What follows belongs to an exercise in optimizing a design on an open flow for small area, a short achievable clock period and few clock cycles per item; a production flow would make more cautious choices. The RTL was checked by simulation tests, not by an equivalence proof against the original design. No activity file was given, so power comes from the tool's default toggle rates.

**design/flow/run.sh**
```bash
#!/bin/bash
# synth_recipe.tcl (not shown) runs the flow's synth.tcl, then flattens the netlist and writes it again
# the make line also repeats each setting of config.mk as NAME=value (left out here)
make -C /OpenROAD-flow-scripts/flow DESIGN_CONFIG=/design/flow/config.mk WORK_HOME=/design/flow/orfs CLKGATE_MAP_FILE= SYNTH_SCRIPT=/design/flow/synth_recipe.tcl finish
```
**design/flow/config.mk**
```make
export PLATFORM = sky130hd
export DESIGN_NAME = heater_handle_supervisor
export DESIGN_NICKNAME = heater_handle_supervisor
export VERILOG_FILES = /design/flow/design.v
export SDC_FILE = /design/flow/constraint.sdc
export NUM_CORES = 4
export LEC_CHECK = 0
export CAP_MARGIN = 20
export CORE_MARGIN = 2
export CORE_UTILIZATION = 40
export SETUP_SLACK_MARGIN = 5
export SLEW_MARGIN = 20
```
**design/flow/constraint.sdc**
```tcl
create_clock -name core_clock -period 9.0 [get_ports {clk_i}]
set_input_delay 1.8000 -clock core_clock [delete_from_list [all_inputs] [get_ports {clk_i}]]
set_output_delay 1.8000 -clock core_clock [all_outputs]
set_load 0.01 [all_outputs]
```
**design/flow/design.v**
```verilog
package hhs_pkg;
  localparam int unsigned CfgIdxW  = 3;
  localparam int unsigned CfgDataW = 16;
  localparam int unsigned InW      = 38;
  localparam int unsigned OutW     = 12;
  localparam logic [1:0] FAULT_OK       = 2'd0;
  localparam logic [1:0] FAULT_OVER_TMP = 2'd1;
  localparam logic [1:0] FAULT_LOW_TMP  = 2'd2;
  localparam logic [1:0] FAULT_FAN      = 2'd3;
  localparam logic [1:0] ModeCold  = 2'd1;
  localparam logic [1:0] ModePower = 2'd2;
  localparam logic [9:0] TempFanHigh   = 10'd250;
  localparam logic [9:0] TempFanLow    = 10'd70;
  localparam logic [9:0] TempSleepCool = 10'd70;
  localparam logic [9:0] TempFanOff    = 10'd40;
  localparam logic [7:0] SleepDuty     = 8'd50;
  localparam logic [15:0] RstSleepTicks  = 16'd100;
  localparam logic [14:0] RstErrorTicks  = 15'd5;
  localparam logic [9:0]  RstMaxTemp     = 10'd520;
  localparam logic [9:0]  RstMinTemp     = 10'd10;
  localparam logic [7:0]  RstMinAir      = 8'd10;
  localparam logic [8:0]  RstCoolLim     = 9'd120;   
  localparam logic [7:0]  RstMaxAirDuty  = 8'd86;    
  localparam logic [7:0]  RstSleepFanDuty = 8'd58;   
  function automatic logic [7:0] scaled_air(input logic [7:0] level);
    logic [3:0] r;
    logic       b, c;
    logic [1:0] s;
    r = {level[3] ^ level[0], level[2:0]};
    case (r)
      4'd0:    b = level != 8'd0;
      4'd1:    b = level > 8'd25;
      4'd2:    b = level > 8'd50;
      4'd3:    b = level > 8'd75;
      4'd4:    b = level > 8'd100;
      4'd5:    b = level > 8'd125;
      4'd6:    b = level > 8'd150;
      4'd7:    b = level > 8'd175;
      4'd8:    b = level > 8'd200;
      4'd9:    b = level > 8'd225;
      4'd10:   b = level > 8'd250;
      default: b = 1'b0;
    endcase
    c = level[3] & level[0];
    s = {c | !b, !(c ^ !b)};
    scaled_air = {1'b0, level[7:1]} + {4'd0, level[7:4]} + {3'b111, s};
  endfunction
  function automatic logic [6:0] temp_duty(input logic [9:0] temp);
    logic [4:0] h;
    h = 5'bx;
    case (temp[7:0])
      8'd70: h = 5'd7;
      8'd71: h = 5'd7;
      8'd72: h = 5'd8;
      8'd73: h = 5'd7;
      8'd74: h = 5'd8;
      8'd75: h = 5'd7;
      8'd76: h = 5'd8;
      8'd77: h = 5'd8;
      8'd78: h = 5'd8;
      8'd79: h = 5'd8;
      8'd80: h = 5'd8;
      8'd81: h = 5'd8;
      8'd82: h = 5'd9;
      8'd83: h = 5'd8;
      8'd84: h = 5'd9;
      8'd85: h = 5'd8;
      8'd86: h = 5'd9;
      8'd87: h = 5'd9;
      8'd88: h = 5'd9;
      8'd89: h = 5'd9;
      8'd90: h = 5'd9;
      8'd91: h = 5'd9;
      8'd92: h = 5'd10;
      8'd93: h = 5'd9;
      8'd94: h = 5'd10;
      8'd95: h = 5'd9;
      8'd96: h = 5'd10;
      8'd97: h = 5'd10;
      8'd98: h = 5'd10;
      8'd99: h = 5'd10;
      8'd100: h = 5'd10;
      8'd101: h = 5'd10;
      8'd102: h = 5'd11;
      8'd103: h = 5'd10;
      8'd104: h = 5'd11;
      8'd105: h = 5'd10;
      8'd106: h = 5'd11;
      8'd107: h = 5'd11;
      8'd108: h = 5'd11;
      8'd109: h = 5'd11;
      8'd110: h = 5'd11;
      8'd111: h = 5'd11;
      8'd112: h = 5'd12;
      8'd113: h = 5'd11;
      8'd114: h = 5'd12;
      8'd115: h = 5'd11;
      8'd116: h = 5'd12;
      8'd117: h = 5'd12;
      8'd118: h = 5'd12;
      8'd119: h = 5'd12;
      8'd120: h = 5'd12;
      8'd121: h = 5'd12;
      8'd122: h = 5'd13;
      8'd123: h = 5'd12;
      8'd124: h = 5'd13;
      8'd125: h = 5'd12;
      8'd126: h = 5'd13;
      8'd127: h = 5'd13;
      8'd128: h = 5'd13;
      8'd129: h = 5'd13;
      8'd130: h = 5'd13;
      8'd131: h = 5'd13;
      8'd132: h = 5'd14;
      8'd133: h = 5'd13;
      8'd134: h = 5'd14;
      8'd135: h = 5'd13;
      8'd136: h = 5'd14;
      8'd137: h = 5'd14;
      8'd138: h = 5'd14;
      8'd139: h = 5'd14;
      8'd140: h = 5'd14;
      8'd141: h = 5'd14;
      8'd142: h = 5'd15;
      8'd143: h = 5'd14;
      8'd144: h = 5'd15;
      8'd145: h = 5'd14;
      8'd146: h = 5'd15;
      8'd147: h = 5'd15;
      8'd148: h = 5'd15;
      8'd149: h = 5'd15;
      8'd150: h = 5'd15;
      8'd151: h = 5'd15;
      8'd152: h = 5'd16;
      8'd153: h = 5'd15;
      8'd154: h = 5'd16;
      8'd155: h = 5'd15;
      8'd156: h = 5'd16;
      8'd157: h = 5'd16;
      8'd158: h = 5'd16;
      8'd159: h = 5'd16;
      8'd160: h = 5'd16;
      8'd161: h = 5'd16;
      8'd162: h = 5'd17;
      8'd163: h = 5'd16;
      8'd164: h = 5'd17;
      8'd165: h = 5'd16;
      8'd166: h = 5'd17;
      8'd167: h = 5'd17;
      8'd168: h = 5'd17;
      8'd169: h = 5'd17;
      8'd170: h = 5'd17;
      8'd171: h = 5'd17;
      8'd172: h = 5'd18;
      8'd173: h = 5'd17;
      8'd174: h = 5'd18;
      8'd175: h = 5'd17;
      8'd176: h = 5'd18;
      8'd177: h = 5'd18;
      8'd178: h = 5'd18;
      8'd179: h = 5'd18;
      8'd180: h = 5'd18;
      8'd181: h = 5'd18;
      8'd182: h = 5'd19;
      8'd183: h = 5'd18;
      8'd184: h = 5'd19;
      8'd185: h = 5'd18;
      8'd186: h = 5'd19;
      8'd187: h = 5'd19;
      8'd188: h = 5'd19;
      8'd189: h = 5'd19;
      8'd190: h = 5'd19;
      8'd191: h = 5'd19;
      8'd192: h = 5'd20;
      8'd193: h = 5'd19;
      8'd194: h = 5'd20;
      8'd195: h = 5'd19;
      8'd196: h = 5'd20;
      8'd197: h = 5'd20;
      8'd198: h = 5'd20;
      8'd199: h = 5'd20;
      8'd200: h = 5'd20;
      8'd201: h = 5'd20;
      8'd202: h = 5'd21;
      8'd203: h = 5'd20;
      8'd204: h = 5'd21;
      8'd205: h = 5'd20;
      8'd206: h = 5'd21;
      8'd207: h = 5'd21;
      8'd208: h = 5'd21;
      8'd209: h = 5'd21;
      8'd210: h = 5'd21;
      8'd211: h = 5'd21;
      8'd212: h = 5'd22;
      8'd213: h = 5'd21;
      8'd214: h = 5'd22;
      8'd215: h = 5'd21;
      8'd216: h = 5'd22;
      8'd217: h = 5'd22;
      8'd218: h = 5'd22;
      8'd219: h = 5'd22;
      8'd220: h = 5'd22;
      8'd221: h = 5'd22;
      8'd222: h = 5'd23;
      8'd223: h = 5'd22;
      8'd224: h = 5'd23;
      8'd225: h = 5'd22;
      8'd226: h = 5'd23;
      8'd227: h = 5'd23;
      8'd228: h = 5'd23;
      8'd229: h = 5'd23;
      8'd230: h = 5'd23;
      8'd231: h = 5'd23;
      8'd232: h = 5'd24;
      8'd233: h = 5'd23;
      8'd234: h = 5'd24;
      8'd235: h = 5'd23;
      8'd236: h = 5'd24;
      8'd237: h = 5'd24;
      8'd238: h = 5'd24;
      8'd239: h = 5'd24;
      8'd240: h = 5'd24;
      8'd241: h = 5'd24;
      8'd242: h = 5'd25;
      8'd243: h = 5'd24;
      8'd244: h = 5'd25;
      8'd245: h = 5'd24;
      8'd246: h = 5'd25;
      8'd247: h = 5'd25;
      8'd248: h = 5'd25;
      8'd249: h = 5'd25;
      default: h = 5'bx;
    endcase
    temp_duty = temp[7:1] - {2'd0, h};
  endfunction
endpackage
module hhs_cfg_regs (
  input  logic                         clk_i,
  input  logic                         rst_ni,
  input  logic                         we_i,
  input  logic [hhs_pkg::CfgIdxW-1:0]  idx_i,
  input  logic [hhs_pkg::CfgDataW-1:0] data_i,
  input  logic [7:0]                   air_duty_i,
  output logic [15:0]                  sleep_ticks_o,
  output logic [14:0]                  error_ticks_o,
  output logic [9:0]                   max_temp_o,
  output logic [9:0]                   min_temp_o,
  output logic [7:0]                   min_air_o,
  output logic [8:0]                   cool_lim_o,
  output logic [7:0]                   max_air_duty_o,
  output logic [7:0]                   sleep_fan_duty_o
);
  always_ff @(posedge clk_i or negedge rst_ni) begin
    if (!rst_ni) begin
      sleep_ticks_o    <= hhs_pkg::RstSleepTicks;
      error_ticks_o    <= hhs_pkg::RstErrorTicks;
      max_temp_o       <= hhs_pkg::RstMaxTemp;
      min_temp_o       <= hhs_pkg::RstMinTemp;
      min_air_o        <= hhs_pkg::RstMinAir;
      cool_lim_o       <= hhs_pkg::RstCoolLim;
      max_air_duty_o   <= hhs_pkg::RstMaxAirDuty;
      sleep_fan_duty_o <= hhs_pkg::RstSleepFanDuty;
    end else if (we_i) begin
      case (idx_i)
        3'd0: sleep_ticks_o    <= data_i;
        3'd1: error_ticks_o    <= data_i[14:0];
        3'd2: max_temp_o       <= data_i[9:0];
        3'd3: min_temp_o       <= data_i[9:0];
        3'd4: min_air_o        <= data_i[7:0];
        3'd5: cool_lim_o       <= {1'b0, data_i[7:0]} + 9'd70;
        3'd6: max_air_duty_o   <= air_duty_i;
        default: sleep_fan_duty_o <= air_duty_i;
      endcase
    end
  end
endmodule
module hhs_step (
  input  logic [hhs_pkg::InW-1:0] item_i,
  input  logic [15:0] sleep_ticks_i,
  input  logic [14:0] error_ticks_i,
  input  logic [9:0]  max_temp_i,
  input  logic [9:0]  min_temp_i,
  input  logic [7:0]  min_air_i,
  input  logic [8:0]  cool_lim_i,
  input  logic [7:0]  max_air_duty_i,
  input  logic [7:0]  sleep_fan_duty_i,
  input  logic [7:0]  air_duty_i,
  input  logic        work_i,
  input  logic [15:0] sleep_cnt_i,
  input  logic [15:0] fault_cnt_i,
  input  logic [1:0]  fault_i,
  input  logic        fan_fault_i,
  input  logic        fan_hold_i,
  input  logic [7:0]  duty_i,
  output logic        work_o,
  output logic [15:0] sleep_cnt_o,
  output logic [15:0] fault_cnt_o,
  output logic [1:0]  fault_o,
  output logic        fan_fault_o,
  output logic        fan_hold_o,
  output logic [7:0]  duty_o,
  output logic        beep_o
);
  logic       lifted, sleep_en, cold, power, docked;
  logic [9:0] temp;
  logic [7:0] air;
  logic       sleep_cool, air_low, hot, cool;
  logic       sleep_hit, dbl_hit, half_hit;
  logic [15:0] fault_base;
  logic [7:0] duty_sel;
  assign lifted   = item_i[37];
  assign sleep_en = item_i[36];
  assign temp     = item_i[33:24];
  assign air      = item_i[23:16];
  assign cold     = (item_i[35:34] == hhs_pkg::ModeCold);
  assign power    = (item_i[35:34] == hhs_pkg::ModePower);
  assign docked   = !lifted && sleep_en;
  assign sleep_cool = power ? ({1'b0, temp} <= {2'b0, cool_lim_i}) : (temp <= hhs_pkg::TempSleepCool);
  assign air_low    = air < min_air_i;
  assign hot        = temp >= max_temp_i;
  assign cool       = temp <= min_temp_i;
  assign sleep_hit = (sleep_cnt_i != 16'hffff) && (sleep_cnt_i >= sleep_ticks_i);
  assign fault_base = work_i ? fault_cnt_i : 16'd0;
  assign dbl_hit  = work_i ? (fault_cnt_i >= {error_ticks_i, 1'b0})
                           : (error_ticks_i == 15'd0);
  assign half_hit = work_i ? (fault_cnt_i >= {2'b0, error_ticks_i[14:1]})
                           : (error_ticks_i[14:1] == 14'd0);
  always_comb begin
    if (cold || !docked) begin
      duty_sel = air_duty_i;
    end else if (temp >= hhs_pkg::TempFanHigh) begin
      duty_sel = sleep_fan_duty_i;
    end else if (temp >= hhs_pkg::TempFanLow) begin
      duty_sel = {1'b0, hhs_pkg::temp_duty(temp)};
    end else begin
      duty_sel = 8'd0;
    end
  end
  always_comb begin
    work_o      = work_i;
    sleep_cnt_o = sleep_cnt_i;
    beep_o      = 1'b0;
    if (!work_i) begin
      if (!docked || cold) work_o = 1'b1;
    end else if (docked && !cold && sleep_cool) begin
      if (sleep_hit) begin
        work_o      = 1'b0;
        sleep_cnt_o = 16'd0;
        beep_o      = 1'b1;
      end else begin
        sleep_cnt_o = sleep_cnt_i + 16'd1;
      end
    end
    fault_o     = fault_i;
    fault_cnt_o = fault_base;
    if (fault_i == hhs_pkg::FAULT_OK) begin
      if (cold) begin
        if (air_low) begin
          if (dbl_hit) begin
            fault_o     = hhs_pkg::FAULT_FAN;
            fault_cnt_o = 16'd0;
          end else begin
            fault_cnt_o = fault_base + 16'd1;
          end
        end
      end else if (!docked && (hot || cool || air_low)) begin
        if (half_hit && hot) begin
          fault_o     = hhs_pkg::FAULT_OVER_TMP;
          fault_cnt_o = 16'd0;
        end else if (dbl_hit && air_low) begin
          fault_o     = hhs_pkg::FAULT_FAN;
          fault_cnt_o = 16'd0;
        end else if (dbl_hit && cool) begin
          fault_o     = hhs_pkg::FAULT_LOW_TMP;
          fault_cnt_o = 16'd0;
        end else begin
          fault_cnt_o = fault_base + 16'd1;
        end
      end else begin
        fault_cnt_o = 16'd0;
      end
    end else if (docked) begin
      fault_o     = hhs_pkg::FAULT_OK;
      fault_cnt_o = 16'd0;
    end
    fan_fault_o = fan_fault_i;
    fan_hold_o  = fan_hold_i;
    duty_o      = duty_i;
    if (!fan_fault_i) begin
      if (fault_o != hhs_pkg::FAULT_OK) begin
        fan_fault_o = 1'b1;
      end else if (work_o) begin
        fan_hold_o = cold || !docked;
        duty_o     = duty_sel;
      end else if (temp >= hhs_pkg::TempFanOff) begin
        if (!fan_hold_i) duty_o = hhs_pkg::SleepDuty;
      end else if (!fan_hold_i) begin
        fan_hold_o = 1'b1;
        duty_o     = 8'd0;
      end
    end else begin
      duty_o = max_air_duty_i;
      if (fault_o == hhs_pkg::FAULT_OK) fan_fault_o = 1'b0;
    end
  end
endmodule
module heater_handle_supervisor (
  input  logic                         clk_i,
  input  logic                         rst_ni,
  input  logic                         in_valid_i,
  output logic                         in_ready_o,
  input  logic [hhs_pkg::InW-1:0]      in_data_i,
  output logic                         out_valid_o,
  input  logic                         out_ready_i,
  output logic [hhs_pkg::OutW-1:0]     out_data_o,
  input  logic                         cfg_valid_i,
  output logic                         cfg_ready_o,
  input  logic [hhs_pkg::CfgIdxW-1:0]  cfg_index_i,
  input  logic [hhs_pkg::CfgDataW-1:0] cfg_data_i
);
  logic [15:0] sleep_ticks;
  logic [14:0] error_ticks;
  logic [9:0]  max_temp;
  logic [9:0]  min_temp;
  logic [7:0]  min_air;
  logic [8:0]  cool_lim;
  logic [7:0]  max_air_duty;
  logic [7:0]  sleep_fan_duty;
  logic        work_q, work_d;
  logic [15:0] sleep_cnt_q, sleep_cnt_d;
  logic [15:0] fault_cnt_q, fault_cnt_d;
  logic [1:0]  fault_q, fault_d;
  logic        fan_fault_q, fan_fault_d;
  logic        fan_hold_q, fan_hold_d;
  logic [7:0]  duty_q, duty_d;
  logic        beep_q, beep_d;
  logic        out_valid_q;
  logic [7:0]  air_level;
  logic [7:0]  air_duty;
  logic        accept;
  assign cfg_ready_o = 1'b1;
  always_comb begin
    if (cfg_valid_i) begin
      air_level = cfg_data_i[7:0];
    end else if (in_data_i[35:34] == hhs_pkg::ModeCold) begin
      air_level = in_data_i[7:0];
    end else begin
      air_level = in_data_i[15:8];
    end
  end
  assign air_duty = hhs_pkg::scaled_air(air_level);
  hhs_cfg_regs u_cfg (
    .clk_i            (clk_i),
    .rst_ni           (rst_ni),
    .we_i             (cfg_valid_i),
    .idx_i            (cfg_index_i),
    .data_i           (cfg_data_i),
    .air_duty_i       (air_duty),
    .sleep_ticks_o    (sleep_ticks),
    .error_ticks_o    (error_ticks),
    .max_temp_o       (max_temp),
    .min_temp_o       (min_temp),
    .min_air_o        (min_air),
    .cool_lim_o       (cool_lim),
    .max_air_duty_o   (max_air_duty),
    .sleep_fan_duty_o (sleep_fan_duty)
  );
  hhs_step u_step (
    .item_i           (in_data_i),
    .sleep_ticks_i    (sleep_ticks),
    .error_ticks_i    (error_ticks),
    .max_temp_i       (max_temp),
    .min_temp_i       (min_temp),
    .min_air_i        (min_air),
    .cool_lim_i       (cool_lim),
    .max_air_duty_i   (max_air_duty),
    .sleep_fan_duty_i (sleep_fan_duty),
    .air_duty_i       (air_duty),
    .work_i           (work_q),
    .sleep_cnt_i      (sleep_cnt_q),
    .fault_cnt_i      (fault_cnt_q),
    .fault_i          (fault_q),
    .fan_fault_i      (fan_fault_q),
    .fan_hold_i       (fan_hold_q),
    .duty_i           (duty_q),
    .work_o           (work_d),
    .sleep_cnt_o      (sleep_cnt_d),
    .fault_cnt_o      (fault_cnt_d),
    .fault_o          (fault_d),
    .fan_fault_o      (fan_fault_d),
    .fan_hold_o       (fan_hold_d),
    .duty_o           (duty_d),
    .beep_o           (beep_d)
  );
  assign in_ready_o = !out_valid_q || out_ready_i;
  assign accept     = in_valid_i && in_ready_o;
  always_ff @(posedge clk_i or negedge rst_ni) begin
    if (!rst_ni) begin
      work_q      <= 1'b0;
      sleep_cnt_q <= 16'd0;
      fault_cnt_q <= 16'd0;
      fault_q     <= hhs_pkg::FAULT_OK;
      fan_fault_q <= 1'b0;
      fan_hold_q  <= 1'b0;
      duty_q      <= 8'd0;
      beep_q      <= 1'b0;
    end else if (accept) begin
      work_q      <= work_d;
      sleep_cnt_q <= sleep_cnt_d;
      fault_cnt_q <= fault_cnt_d;
      fault_q     <= fault_d;
      fan_fault_q <= fan_fault_d;
      fan_hold_q  <= fan_hold_d;
      duty_q      <= duty_d;
      beep_q      <= beep_d;
    end
  end
  always_ff @(posedge clk_i or negedge rst_ni) begin
    if (!rst_ni) begin
      out_valid_q <= 1'b0;
    end else if (accept) begin
      out_valid_q <= 1'b1;
    end else if (out_ready_i) begin
      out_valid_q <= 1'b0;
    end
  end
  assign out_valid_o = out_valid_q;
  assign out_data_o  = {work_q, fault_q, duty_q, beep_q};
endmodule
```
==> out/summary.txt, run 1 <==
max-cap violations: 0
Cell Count Post-Placement: 1,524
status: no timing/DRC/antenna violations
number of synthesized flops with an enable pin: 0
fin crit period: 5.48 ns
Power per Cell Area: 194 nW/um2
drt first pass iters: 5
RSZ-0062 raised after global routing: true
drt wl/cell: 18.3 um
HP Start: u_cfg.max_air_duty_o[6]$_DFFE_PN1P_
largest net degree at the start of global routing: 80
Cell Area, Synth: 9960 um2
Fmax: 183 MHz
post-synth cell types: 96
Congestion Overflow GR: 0
Hold WS: 0.463 ns
setup ws final: 3.52 ns
full die area: 26,200 um2
crit share post-route: 60.9%
GP Congestion: 0.838
Final Core Density: 51.0%
worst setup path startpoint: in_data_i[35]
row cnt: 57
wire length of the first global-routing pass: 46,900 um
CP Data Required Time: 9.37 ns
Fin. Hold Viols: 0
Hold WC Path Type: reg2reg
H-Tree Depth: 4
critical path endpoint category: flop
fin area: 12,400 um2
top post-synthesis cells by count: nand2_1, o21ai_0, dfrtp_1
initial DRC count: 618
antenna violations before repair: 0
Detail Route Antenna Nets: 0
I/O pins: 77
Die H: 162 um
layout cell share with drive strength beyond 1: 21.1%
Startpoint Class: input pin
Cell Count, Final, Fillers Out: 1,609
post-synthesis async set-or-reset flop share: 100%
CTS sink cnt: 131
IO buf count: 75
Slew Limit Fails: 0
CTS Buf Count: 17
total global routing track utilization: 22.6%
final setup skew: 0.0149 ns
dominant synthesized flop cell: dfrtp_1
latest clock arrival within the worst-skew pair: 0.42 ns
critical path peak fanout: 4
vias in the first global route: 8,607
CTS tree: yes
P&R area growth vs syn: 24.9%
Synth Register Bits: 131
core area: 24,400 um2
Synth Net Count: 1,339
top-count cell post-synth: nand2_1
antenna cells: 0
Gate Count Post-Synth: 1,178
number of buffers inserted by hold repair at cts: 0
vias per cell: 5.68
# DRC: 0
clk root buf: clkbuf_16
die width: 162 um
Clock transition at path regs: 0.06 ns
Post-DP HPWL: 19,900 um
Vias: 9,135
Setup TNS: 0 ns
Slew headroom: 37.6%
P_leak: 5.48 nW
Crit Path Class: in2reg
Worst VDD drop: 0.110 mV
sequential cell area fraction in the yosys report: 33.2%
DP Worst Slack: 1.80 ns
area leader, netlist: dfrtp_1
area share of the largest cell type after synthesis: 27.1%
# nets final: 1,433
synthesized area per cell: 8.45 um2
Post-Route WL: 29,400 um
placed cell area: 11,000 um2
top post-synthesis cells by area: dfrtp_1, ha_1, nand2_1
starting density of the core: 40.8%
yosys warns: 3
Total Power: 2.42 mW
Worst Max-Slew Pin Slew: 0.930 ns
# setup viols final: 0
worst-case clock buffer depth: 2
Worst EP arrival: 5.85 ns
worst r2r src: u_cfg.cool_lim_o[6]$_DFFE_PN1P_
timing repair:
item	CTS	global route
pin swaps	28	47
setup endpoints to repair	63	58
gates cloned	3	0
buffers inserted	28	22
resized for setup	125	80
flip-flops by register name, summed over array words and instances (netlist names):
signal / flops
beep_q: 1
duty_q: 8
fan_fault_q: 1
fan_hold_q: 1
fault_cnt_q: 16
fault_q: 2
out_valid_q: 1
sleep_cnt_q: 16
u_cfg.cool_lim_o: 9
u_cfg.error_ticks_o: 15
u_cfg.max_air_duty_o: 8
u_cfg.max_temp_o: 10
u_cfg.min_air_o: 8
u_cfg.min_temp_o: 10
u_cfg.sleep_fan_duty_o: 8
u_cfg.sleep_ticks_o: 16
work_q: 1
cells in the final DEF (no fill, tap or decap), drive strengths merged, types with 15 or more instances in the layout:
cell,instances
inv,98
nor3,18
nand2b,18
nand3,28
nand4,16
buf,69
mux2,23
o31ai,15
nor2,56
nand2,174
dfstp,23
clkbuf,26
a211oi,18
ha,97
dfrtp,108
o21ai,142
a21oi,49
clkdlybuf4s50,43
routing by layer:
layer / up-vias / GRT usage (%) / wire [um]
met5: - / 0 / 0
met4: 0 / 5.27 / 485
met3: 42 / 3.14 / 1270
met2: 245 / 37.0 / 14000
met1: 4431 / 31.8 / 13600
li1: 4417 / - / -
kinds of logic after synthesis:
kind of cell / count (synthesis) / share of synthesized area, %
fa+ha+maj: 101 / 12.8
compound gates: 343 / 22.4
simple gates: 392 / 19.2
xor+xnor: 20 / 1.90
flops: 131 / 33.2
other cells: 1 / 0.0377
mux: 34 / 3.93
buf+inv: 156 / 6.55
area by class of cell:
type	count	area, um2
fillers	2304	11900
multi-input cells	892	6490
flip-flops and latches	131	3310
repair buffers	136	1320
clock buffers	20	447
well taps	324	405
inverters	94	357
clock inverters	12	123
final timing paths:
kind | endpoint | cells after the start | slack (ns)
hold / removal | u_cfg.max_air_duty_o[6]$_DFFE_PN1P_ | 2 | 0.46
setup reg to reg | sleep_cnt_q[13]$_DFFE_PN0P_ | 9 | 5.51
min in group asynchronous | u_cfg.sleep_ticks_o[15]$_DFFE_PN0P_ | 1 | 1.41
setup / recovery | duty_q[7]$_DFFE_PN0P_ | 25 | 3.52
max in group asynchronous | duty_q[1]$_DFFE_PN0P_ | 2 | 6.35
hold reg to reg | u_cfg.max_air_duty_o[6]$_DFFE_PN1P_ | 2 | 0.46
worst max-delay path: stages:
cell      delay [ns]
buf_8           0.10
nand2b_4        0.17
mux2_4          0.32
mux2i_4         0.17
inv_2           0.07
ha_4            0.29
nand4_1         0.07
or3_1           0.34
a32oi_1         0.21
ha_1            0.26
inv_2           0.07
ha_4            0.11
a21o_1          0.11
ha_4            0.13
inv_2           0.04
fa_2            0.36
nor2b_1         0.12
o21ai_1         0.07
nand2_1         0.11
buf_4           0.12
maj3_2          0.17
nand2_2         0.06
o21a_1          0.20
o31ai_1         0.21
mux2_4          0.18
where the power goes:
| part | internal (mW) | switching (mW) | total [mW] |
|---|---|---|---|
| Combinational | 0.444 | 0.476 | 0.920 |
| Clock | 0.394 | 0.291 | 0.684 |
| Sequential | 0.732 | 0.0829 | 0.815 |
| Total | 1.57 | 0.849 | 2.42 |
Testbench counts, summed over its fixed seeds: cycles 16,008, items 16,000.
==> run 2: changes to the inputs <==
--- a/design/flow/config.mk
+++ b/design/flow/config.mk
@@ -7,2 +7,3 @@
 export LEC_CHECK = 0
+export ABC_CLOCK_PERIOD_IN_PS = 3500
 export CAP_MARGIN = 20
==> run 2 against run 1 <==
Against the previous run:
- synthesized area unchanged
- global-route usage unchanged
- via count unchanged
- worst setup slack unchanged
- cell area unchanged
- sequential power about the same
- largest power group unchanged
==> out/summary.txt, run 2 <==
area share of the largest cell type after synthesis: 27.1%
commonest non-fill, non-tap cells in the layout: nand2_1, dfrtp_1, o21ai_0, inv_1, ha_1
antenna cells: 0
CTS tree: yes
Switch Pwr: 0.849 mW
Gate Count Post-Synth: 1,178
P_leak: 5.48 nW
total global routing track utilization: 22.6%
Worst EP arrival: 5.85 ns
sequential cell area fraction in the yosys report: 33.2%
Total Power: 2.42 mW
# nets final: 1,433
vias in the first global route: 8,607
Startpoint Class: input pin
die width: 162 um
Vias: 9,135
top post-synthesis cells by area: dfrtp_1, ha_1, nand2_1
Sequential Area: 3310 um2
HP Start: u_cfg.max_air_duty_o[6]$_DFFE_PN1P_
top post-synthesis cells by count: nand2_1, o21ai_0, dfrtp_1
# setup viols final: 0
critical path peak fanout: 4
Worst Max-Slew Pin Slew: 0.930 ns
worst r2r src: u_cfg.cool_lim_o[6]$_DFFE_PN1P_
Detail Route Antenna Nets: 0
core area: 24,400 um2
worst-case clock buffer depth: 2
dominant synthesized flop cell: dfrtp_1
post-synthesis async set-or-reset flop share: 100%
drt wl/cell: 18.3 um
critical path endpoint category: flop
H-Tree Depth: 4
latest clock arrival within the worst-skew pair: 0.42 ns
antenna violations before repair: 0
Switching Share: 35.1%
Comb power frac: 38.0%
Power per Cell Area: 194 nW/um2
clk root buf: clkbuf_16
Hold WC Path Type: reg2reg
post-synth cell types: 96
Worst path max stage delay: 0.36 ns
GP Congestion: 0.838
# DRC: 0
sequential fraction of design power: 33.7%
Post-DP HPWL: 19,900 um
full die area: 26,200 um2
internal power: 1.57 mW
number of synthesized flops with an enable pin: 0
synthesized area per cell: 8.45 um2
number of buffers inserted by hold repair at cts: 0
vias per cell: 5.68
CTS sink cnt: 131
initial DRC count: 618
drt first pass iters: 5
Die H: 162 um
Clock transition at path regs: 0.06 ns
Fmax: 183 MHz
Slew Limit Fails: 0
commonest non-fill, non-tap cell in the layout: nand2_1
Worst VDD drop: 0.110 mV
share of power burned in the clock network: 28.3%
max-cap violations: 0
final setup skew: 0.0149 ns
CP Data Required Time: 9.37 ns
row cnt: 57
Slowest-stage cell, CP: fa_2
I/O pins: 77
Setup TNS: 0 ns
fin crit period: 5.48 ns
IO buf count: 75
Crit Path Class: in2reg
Fin. Hold Viols: 0
multi-input logic area: 6490 um2
status: no timing/DRC/antenna violations
Congestion Overflow GR: 0
Post-Route WL: 29,400 um
wire length of the first global-routing pass: 46,900 um
area leader, netlist: dfrtp_1
Cell Area, Synth: 9960 um2
largest net degree at the start of global routing: 80
biggest regs: fault_cnt_q (16), sleep_cnt_q (16), u_cfg.sleep_ticks_o (16)
FILL cells: 2,304
Slew headroom: 37.6%
CTS Buf Count: 17
RSZ-0062 raised after global routing: true
starting density of the core: 40.8%
crit share post-route: 60.9%
Synth Net Count: 1,339
P&R area growth vs syn: 24.9%
Synth Register Bits: 131
top-count cell post-synth: nand2_1
layout cell share with drive strength beyond 1: 21.1%
worst setup path startpoint: in_data_i[35]
yosys warns: 3
[run 2: worst max-delay path, delay by kind of cell]
kind,cells,cell delay (ns)
AND/OR/NAND/NOR,6,0.87
AO/OA/AOI/OAI,5,0.80
adder cells (fa/ha/maj),6,1.32
buffers and inverters,5,0.40
multiplexers,3,0.67
[run 2: cell type report]
cell class / count / area share (%)
multi-input combinational: 892 / 52.1
sequential: 131 / 26.6
timing repair buffer: 136 / 10.6
clock buffer: 20 / 3.59
tap: 324 / 3.26
inverter: 94 / 2.87
clock inverter: 12 / 0.986
[run 2: worst paths after layout]
path,to,slack (ns),cells after the start
setup / recovery,duty_q[7]$_DFFE_PN0P_,3.52,25
min in group asynchronous,u_cfg.sleep_ticks_o[15]$_DFFE_PN0P_,1.41,1
hold / removal,u_cfg.max_air_duty_o[6]$_DFFE_PN1P_,0.46,2
hold reg to reg,u_cfg.max_air_duty_o[6]$_DFFE_PN1P_,0.46,2
setup reg to reg,sleep_cnt_q[13]$_DFFE_PN0P_,5.51,9
max in group asynchronous,duty_q[1]$_DFFE_PN0P_,6.35,2
[run 2: per-stage QoR]
step	cell area [um2]	setup WS, ns	utilization (%)	std cells	hold WS (ns)
global route	12400	3.31	51.0	1609	0.478
finish	12400	3.52	51.0	1609	0.463
detailed placement	11000	1.80	45.1	1524	0.458
CTS	12000	3.52	49.4	1587	0.468
global placement	11000	1.87	45.1	1524	0.456
floorplan	10100	3.35	-	1178	0.442
[run 2: routing by layer]
| metal | vias to the layer above | global-route usage, % | wire length [um] |
|---|---|---|---|
| met1 | 4431 | 31.8 | 13600 |
| met4 | 0 | 5.27 | 485 |
| met3 | 42 | 3.14 | 1270 |
| li1 | 4417 | - | - |
| met2 | 245 | 37.0 | 14000 |
| met5 | - | 0 | 0 |
[run 2: timing repair]
| item | in CTS | in global routing |
|---|---|---|
| setup endpoints to repair | 63 | 58 |
| gates resized for setup | 125 | 80 |
| pin swaps | 28 | 47 |
| cloned | 3 | 0 |
| buffers inserted | 28 | 22 |
[run 2: cells by family (layout without fill, tap and decap cells)]
kind of cell,Yosys count,count (layout),share of synthesized area [%]
and+or+nand+nor,392,393,19.2
AOI/OAI and AO/OA,343,343,22.4
buffers and inverters,156,262,6.55
DFF,131,131,33.2
adders and majority gates,101,101,12.8
muxes,34,34,3.93
xor gates and xnor gates,20,20,1.90
other,1,1,0.0377
[run 2: power groups by stage]
stage                     Clock [mW]  Sequential [mW]  Combinational [mW]
after detailed placement           0            0.822               0.760
after global routing           0.723            0.831                1.02
after CTS                      0.696            0.814               0.820
after global placement             0            0.821               0.747
after floorplan                    0            0.801               0.544
final                          0.684            0.815               0.920

==> re-timing with driven ports <==
How much do the figures lean on ideal ports? The routed layouts below were timed once more, with nothing changed but the port constraints.
Step 1: set_driving_cell puts a clkbuf_16 on clk_i and a buf_2 on each other input, an assumption about the parent block.
Step 2 times the ports against the registers' clock, not the clock port: input delays grow and output delays shrink by t, the midpoint of the rising clock arrivals with the driver on.
a / b / c = ideal / step 1 / step 2; a / b = the first two.
run	shift t [ns]	setup WS [ns]	worst hold slack (ns)	worst data-port slew with drivers (ns)
run 1	0.465	3.521 / 3.527 / 3.063	0.463 / 0.463 / 0.463	0.05
run 2	0.465	3.521 / 3.527 / 3.063	0.463 / 0.463 / 0.463	0.05
After both steps every run listed still meets setup and hold.
